Source: an optimization exercise on an open RTL-to-GDS flow (aim: a short achievable clock period and few clock cycles). Production flows keep margins and buffers that such runs may drop.
The RTL was checked by simulation tests, not by an equivalence proof against the original design.
Power figures rest on the tool's default switching activity, not on a simulated workload.

==> flow/design.v (excerpt) <==
module rv32i_core (
    input  logic             clk,
    input  logic             rst,
    output logic [31:0]      imem_addr,
    input  logic [31:0]      imem_data,
    output logic             wb_valid,
    output logic [4:0]       wb_rd,
    output logic [31:0]      wb_data
);
    logic        redirect_valid;
    logic [31:1] redirect_target;
    logic        redirect_taken;
    logic        redirect_kill_t;
    logic        redirect_kill_n;
    logic [31:1] redirect_tgt_t;
    logic [31:1] redirect_tgt_n;
    logic        upd_valid;
    logic [rv32_pkg::BTB_IDX-1:0] upd_idx;
    logic [rv32_pkg::BTB_TAG-1:0] upd_tag;
    logic        upd_retc;
    logic        upd_bwd;
    logic        lpu_valid;
    logic [rv32_pkg::LP_IDX-1:0] lpu_idx;
    logic        lpu_taken;
    logic        e_bwd;
    logic        ras_push;
    logic        ras_pop;
    logic [rv32_pkg::BTB_TGT:1] ras_link;
    logic        e_push;
    logic        e_pop;
    logic [31:1] pc_f;
    logic        m_valid;
    logic [31:1] pc_m;
    logic [4:0]  rs1_addr;
    logic [4:0]  rs2_addr;
    logic [31:0] rs1_data;
    logic [31:0] rs2_data;
    logic                      e_valid;
    logic [31:1]               e_pc;
    logic [31:1]               e_link;
    logic [31:1]               e_pnpc;
    logic                      e_seq_ok;
    logic [31:0]               e_a;
    logic [31:0]               e_b;
    logic                      e_fa;
    logic                      e_fb;
    logic [31:0]               e_imm;
    logic [rv32_pkg::RS_N-1:0] e_sel;
  ...
For scale: about 11000 cells after synthesis, about 130000 sq um of cells after synthesis.
clock: 8.5 ns
lec_check: 0
abc_clock_period_in_ps: 3000
cap_margin: 40
core_margin: 2
core_utilization: 40
setup_slack_margin: 5
slew_margin: 40
run.sh (not shown) runs the stock make flow with config.mk's settings and CLKGATE_MAP_FILE= SYNTH_SCRIPT=/design/flow/synth_recipe.tcl, a recipe that flattens the netlist after the stock synthesis.
Testbench counts at the start, summed over its fixed seeds: cycles 56,161.
Change:
--- a/flow/design.v
+++ b/flow/design.v
@@ -13,24 +13,24 @@
     localparam int RS_ADD  = 0;
     localparam int RS_SLL  = 1;
     localparam int RS_SLT  = 2;
     localparam int RS_SLTU = 3;
     localparam int RS_XOR  = 4;
     localparam int RS_SR   = 5;
     localparam int RS_OR   = 6;
     localparam int RS_AND  = 7;
     localparam int RS_LINK = 8;
     localparam int RS_N    = 9;
     localparam int BR_N = 6;
-    localparam int BTB_IDX = 5;
-    localparam int BTB_TAG = 7;
+    localparam int BTB_IDX = 6;
+    localparam int BTB_TAG = 6;
     localparam int BTB_TGT = 13;
     localparam int LP_IDX = 4;
     localparam int LP_CNT = 4;
 endpackage
 `default_nettype wire
 `timescale 1ns/1ns
 `default_nettype none
 module alu (
     input  logic [rv32_pkg::RS_N-1:0] sel,
     input  logic                      sra,
     input  logic [31:0]               sum,
@@ -111,23 +111,23 @@
     logic [rv32_pkg::BTB_TGT:1]  hit_tgt;
     logic [31:1]                 next_t;
     logic [31:1]                 next_n;
     logic [31:1]                 pc_next;
     logic [31:1]                 rst_pc;
     assign imem_addr = {pc_f, 1'b0};
     assign idx       = pc_f[IH:IL];
     assign pc_f_zero = (pc_f == '0);
     assign ras_top   = ras_push ? ras_link : ras[ras_ptr];
     always_comb begin
         for (int j = 0; j < NL; j++) begin
-            lp_exit[j] = lp_v[j] && (lp_cnt[j] == lp_trip[j]);
+            lp_exit[j] = lp_v[j] && (lp_cnt[j] == lp_trip[j]) && (lp_trip[j] != '1);
         end
     end
     always_comb begin
         logic [rv32_pkg::BTB_TGT:1] t;
         hit = 1'b0;
         t   = '0;
         for (int i = 0; i < NE; i++) begin
             if (btb_v[i] && idx == i && btb_tag[i] == pc_f[TH:TL] &&
                 !(btb_bwd[i] && lp_exit[i % NL])) begin
                 hit = 1'b1;
             end
@@ -421,50 +421,48 @@
     output logic [rv32_pkg::BTB_TGT:1]   ras_link,
     output logic                         wb_valid,
     output logic [4:0]                   wb_rd,
     output logic [31:0]                  wb_data
 );
     logic [31:0] op_a;
     logic [31:0] op_b;
     logic [31:0] result;
     logic [31:0] sum;
     logic        lt, ltu;
     logic [31:0] sum_p [0:3];
-    logic        lt_c, ltu_c, taken_c;
+    logic [3:0]  lt_p, ltu_p, tk_p;
     logic        taken;
     logic [31:0] br_sum;
     logic [31:0] jr_sum;
     logic        br_ok, jr_ok;
     logic        kill_t, kill_n;
     logic [31:1] tgt_t, tgt_n;
     assign op_a = e_fa ? wb_data : e_a;
     assign op_b = e_fb ? wb_data : e_b;
     always_comb begin
         logic [31:0] pa, pb;
+        logic        peq;
         for (int p = 0; p < 4; p++) begin
             pa = p[0] ? wb_data : e_a;
             pb = p[1] ? wb_data : e_b;
             sum_p[p] = e_sub ? (pa - pb) : (pa + pb);
+            peq      = pa == pb;
+            lt_p[p]  = $signed(pa) < $signed(pb);
+            ltu_p[p] = pa < pb;
+            tk_p[p]  = |(e_br & {!ltu_p[p], ltu_p[p], !lt_p[p], lt_p[p], !peq, peq});
         end
     end
-    always_comb begin
-        logic eq;
-        eq       = op_a == op_b;
-        lt_c     = $signed(op_a) < $signed(op_b);
-        ltu_c    = op_a < op_b;
-        taken_c  = |(e_br & {!ltu_c, ltu_c, !lt_c, lt_c, !eq, eq});
-    end
     assign sum   = sum_p[{e_fb, e_fa}];
-    assign lt    = lt_c;
-    assign ltu   = ltu_c;
-    assign taken = taken_c;
+    assign lt    = lt_p[{e_fb, e_fa}];
+    assign ltu   = ltu_p[{e_fb, e_fa}];
+    assign taken = tk_p[{e_fb, e_fa}];
     alu u_alu (
         .sel    (e_sel),
         .sra    (e_sra),
         .sum    (sum),
         .lt     (lt),
         .ltu    (ltu),
         .a      (op_a),
         .b      (op_b),
         .link   ({e_link, 1'b0}),
         .result (result)
     );
The new run finished clean.
Cell area climbs by 23%.
Synthesized cell count is higher by 32%.
Worst setup slack barely changes.
Core utilization went down by 1.1 points.
Power increases by 27%.
Sequential cell count goes up by 672.
Synthesized area goes up by 26%.
Wire length goes up by 28%.
Final cell count grows by 28%.
Hold slack gets worse by 0.070 ns.
Testbench counts after the change, summed over its fixed seeds: cycles 55,623.


Setup of job 101:
Another version of the RTL of rv32i_core (not shown whole).
Size: roughly 12000 cells after synthesis, about 2300 flip-flops, ~100 I/O pins.
clock: 8.5 ns
lec_check: 0
abc_clock_period_in_ps: 3000
cap_margin: 40
core_margin: 2
core_utilization: 40
setup_slack_margin: 5
slew_margin: 40
Having completed the whole flow, job 101 delivered a layout that passed the timing, design-rule and antenna checks.
Testbench counts of job 101, summed over its fixed seeds: cycles 56,161.
diff inputs: job 101 => job 102
-- flow/design.v --
<<< job 101, line 22
    localparam int RS_N    = 9;
    localparam int BR_N = 6;
    localparam int BTB_IDX = 5;
    localparam int BTB_TAG = 7;
    localparam int BTB_TGT = 13;
    localparam int LP_IDX = 4;
>>> job 102, line 22
    localparam int RS_N    = 9;
    localparam int BR_N = 6;
    localparam int BTB_IDX = 6;
    localparam int BTB_TAG = 6;
    localparam int BTB_TGT = 13;
    localparam int LP_IDX = 4;
<<< job 101, line 39
    input  logic [31:0]               a,
    input  logic [31:0]               b,
    input  logic [31:0]               link,
    output logic [31:0]               result
>>> job 102, line 39
    input  logic [31:0]               a,
    input  logic [31:0]               b,
    input  logic [31:0]               a_reg,
    input  logic [31:0]               a_fwd,
    input  logic                      fa,
    input  logic [31:0]               link,
    output logic [31:0]               result
<<< job 101, line 44
    logic [31:0] sll;
    logic [31:0] srl;
    assign sll  = a << b[4:0];
    assign srl  = sra ? 32'($signed(a) >>> b[4:0]) : (a >> b[4:0]);
    assign result = ({32{sel[rv32_pkg::RS_ADD]}}  & sum)
                  | ({32{sel[rv32_pkg::RS_SLL]}}  & sll)
>>> job 102, line 47
    logic [31:0] sll;
    logic [31:0] srl;
    assign sll  = fa ? (a_fwd << b[4:0]) : (a_reg << b[4:0]);
    assign srl  = fa ? (sra ? 32'($signed(a_fwd) >>> b[4:0]) : (a_fwd >> b[4:0]))
                     : (sra ? 32'($signed(a_reg) >>> b[4:0]) : (a_reg >> b[4:0]));
    assign result = ({32{sel[rv32_pkg::RS_ADD]}}  & sum)
                  | ({32{sel[rv32_pkg::RS_SLL]}}  & sll)
<<< job 101, line 120
    always_comb begin
        for (int j = 0; j < NL; j++) begin
            lp_exit[j] = lp_v[j] && (lp_cnt[j] == lp_trip[j]);
        end
    end
>>> job 102, line 124
    always_comb begin
        for (int j = 0; j < NL; j++) begin
            lp_exit[j] = lp_v[j] && (lp_cnt[j] == lp_trip[j]) && (lp_trip[j] != '1);
        end
    end
<<< job 101, line 464
        .a      (op_a),
        .b      (op_b),
        .link   ({e_link, 1'b0}),
        .result (result)
>>> job 102, line 468
        .a      (op_a),
        .b      (op_b),
        .a_reg  (e_a),
        .a_fwd  (wb_data),
        .fa     (e_fa),
        .link   ({e_link, 1'b0}),
        .result (result)
Results
Sequential share of cell area: job 102 vs job 101 up 1.6 points
Job 102 finished all stages; the layout is clean.
Against job 101 as the reference, job 102 delivers a higher number of cells in the design after placement.
Summary of job 102 over job 101: TritonCTS buffer count up 19%; leakage dissipation up about 24%; clock network fraction of design power down 2.2 points.
Re total non-filler cell area in the finished layout: job 102 is 26% up on job 101.
Summary of the comparison: fraction of power consumed by combinational cells is higher in job 102, relative to job 101.
Job 101 -> job 102: power in sequential cells increased by more than a quarter
Job 101 consumes less power than job 102.
Post-detailed-route via-to-cell ratio (job 102 vs. job 101) increases by a few percent
nand4_1 as the slowest cell on the critical path was reported by job 102, and dfxtp_1 by job 101.
Testbench counts of job 102, summed over its fixed seeds: cycles 55,623.


run a:
rv32i_core, a different RTL version from the one above (not shown whole).
Size: roughly 130000 sq um of cells after synthesis.
==> flow/config.mk <==
export PLATFORM = sky130hd
export DESIGN_NAME = rv32i_core
export DESIGN_NICKNAME = rv32i_core
export VERILOG_FILES = /design/flow/design.v
export SDC_FILE = /design/flow/constraint.sdc
export NUM_CORES = 4
export LEC_CHECK = 0
export ABC_CLOCK_PERIOD_IN_PS = 3000
export CAP_MARGIN = 40
export CORE_MARGIN = 2
export CORE_UTILIZATION = 40
export SETUP_SLACK_MARGIN = 5
export SLEW_MARGIN = 40
==> flow/constraint.sdc <==
create_clock -name core_clock -period 8.5 [get_ports {clk}]
set_input_delay 1.7000 -clock core_clock [delete_from_list [all_inputs] [get_ports {clk}]]
set_output_delay 1.7000 -clock core_clock [all_outputs]
set_load 0.01 [all_outputs]
Testbench counts of run a, summed over its fixed seeds: cycles 56,207.
### run a -> run b
diff --git a/flow/design.v b/flow/design.v
--- a/flow/design.v
+++ b/flow/design.v
@@ -19,12 +19,12 @@
     localparam int RS_OR   = 6;
     localparam int RS_AND  = 7;
     localparam int RS_LINK = 8;
     localparam int RS_N    = 9;
     localparam int BR_N = 6;
-    localparam int BTB_IDX = 5;
-    localparam int BTB_TAG = 7;
+    localparam int BTB_IDX = 6;
+    localparam int BTB_TAG = 6;
     localparam int BTB_TGT = 13;
     localparam int LP_IDX = 4;
     localparam int LP_CNT = 4;
 endpackage
 `default_nettype wire
Results
The area of the die in run a is 0.818 times that in run b.
Changes observed in run b relative to run a: final RePlAce weighted congestion grew by about 4%; core utilization moved down; clock network fraction of total power went down by 0.5 points.
Summary of the comparison: fmax is lower in run b, relative to run a.
Diff run b..run a | share of final layout cell area taken by non-clock buffers | negligible
In run b the combinational power turned out 16% higher than in run a.
Summary: with run a as the reference, number of standard cells in the layout, taps in and fillers out in run b moved up by more than 10%.
Worst setup slack: run b vs run a down 0.18 ns
Compared with run a, run b shows a lower worst setup slack before clock tree synthesis.
The lower met2 routed wirelength of run a and run b is in run a.
Testbench counts of run b, summed over its fixed seeds: cycles 55,669.

what the ideal ports hide:
In the flow no input, the clock included, has a driving cell. The finished layouts below were timed again as built, in two steps.
Step 1: set_driving_cell puts a clkbuf_16 on clk and a buf_2 on each other input, an assumption about the parent block.
Step 2, shift: input delay + t, output delay - t, t = (earliest + latest rising clock arrival at the registers) / 2. This alone moves slack from input paths to output paths.
Three values: no drivers, after step 1, after step 2; two values: the first two.
| run | shift t [ns] | slack for setup (ns) | worst setup path after step 2 | pins driven straight from the clock port |
|---|---|---|---|---|
| the first run of note 1 | 1.044 | 4.208 / 4.208 / 3.820 | input to register | 1 |
| the second run of note 1 | 1.084 | 4.207 / 4.207 / 3.811 | input to register | 1 |
| job 101 | 0.984 | 4.235 / 4.235 / 3.805 | input to register | 1 |
| job 102 | 1.086 | 3.997 / 3.997 / 3.651 | input to register | 1 |
| run a | 0.998 | 4.299 / 4.299 / 3.729 | input to register | 1 |
| run b | 1.069 | 4.119 / 4.119 / 3.663 | input to register | 1 |
After both steps setup and hold are still met in every run listed. The setup slack of run a, which loses most, moves by 0.000 ns with the drivers and by -0.570 ns with both steps.
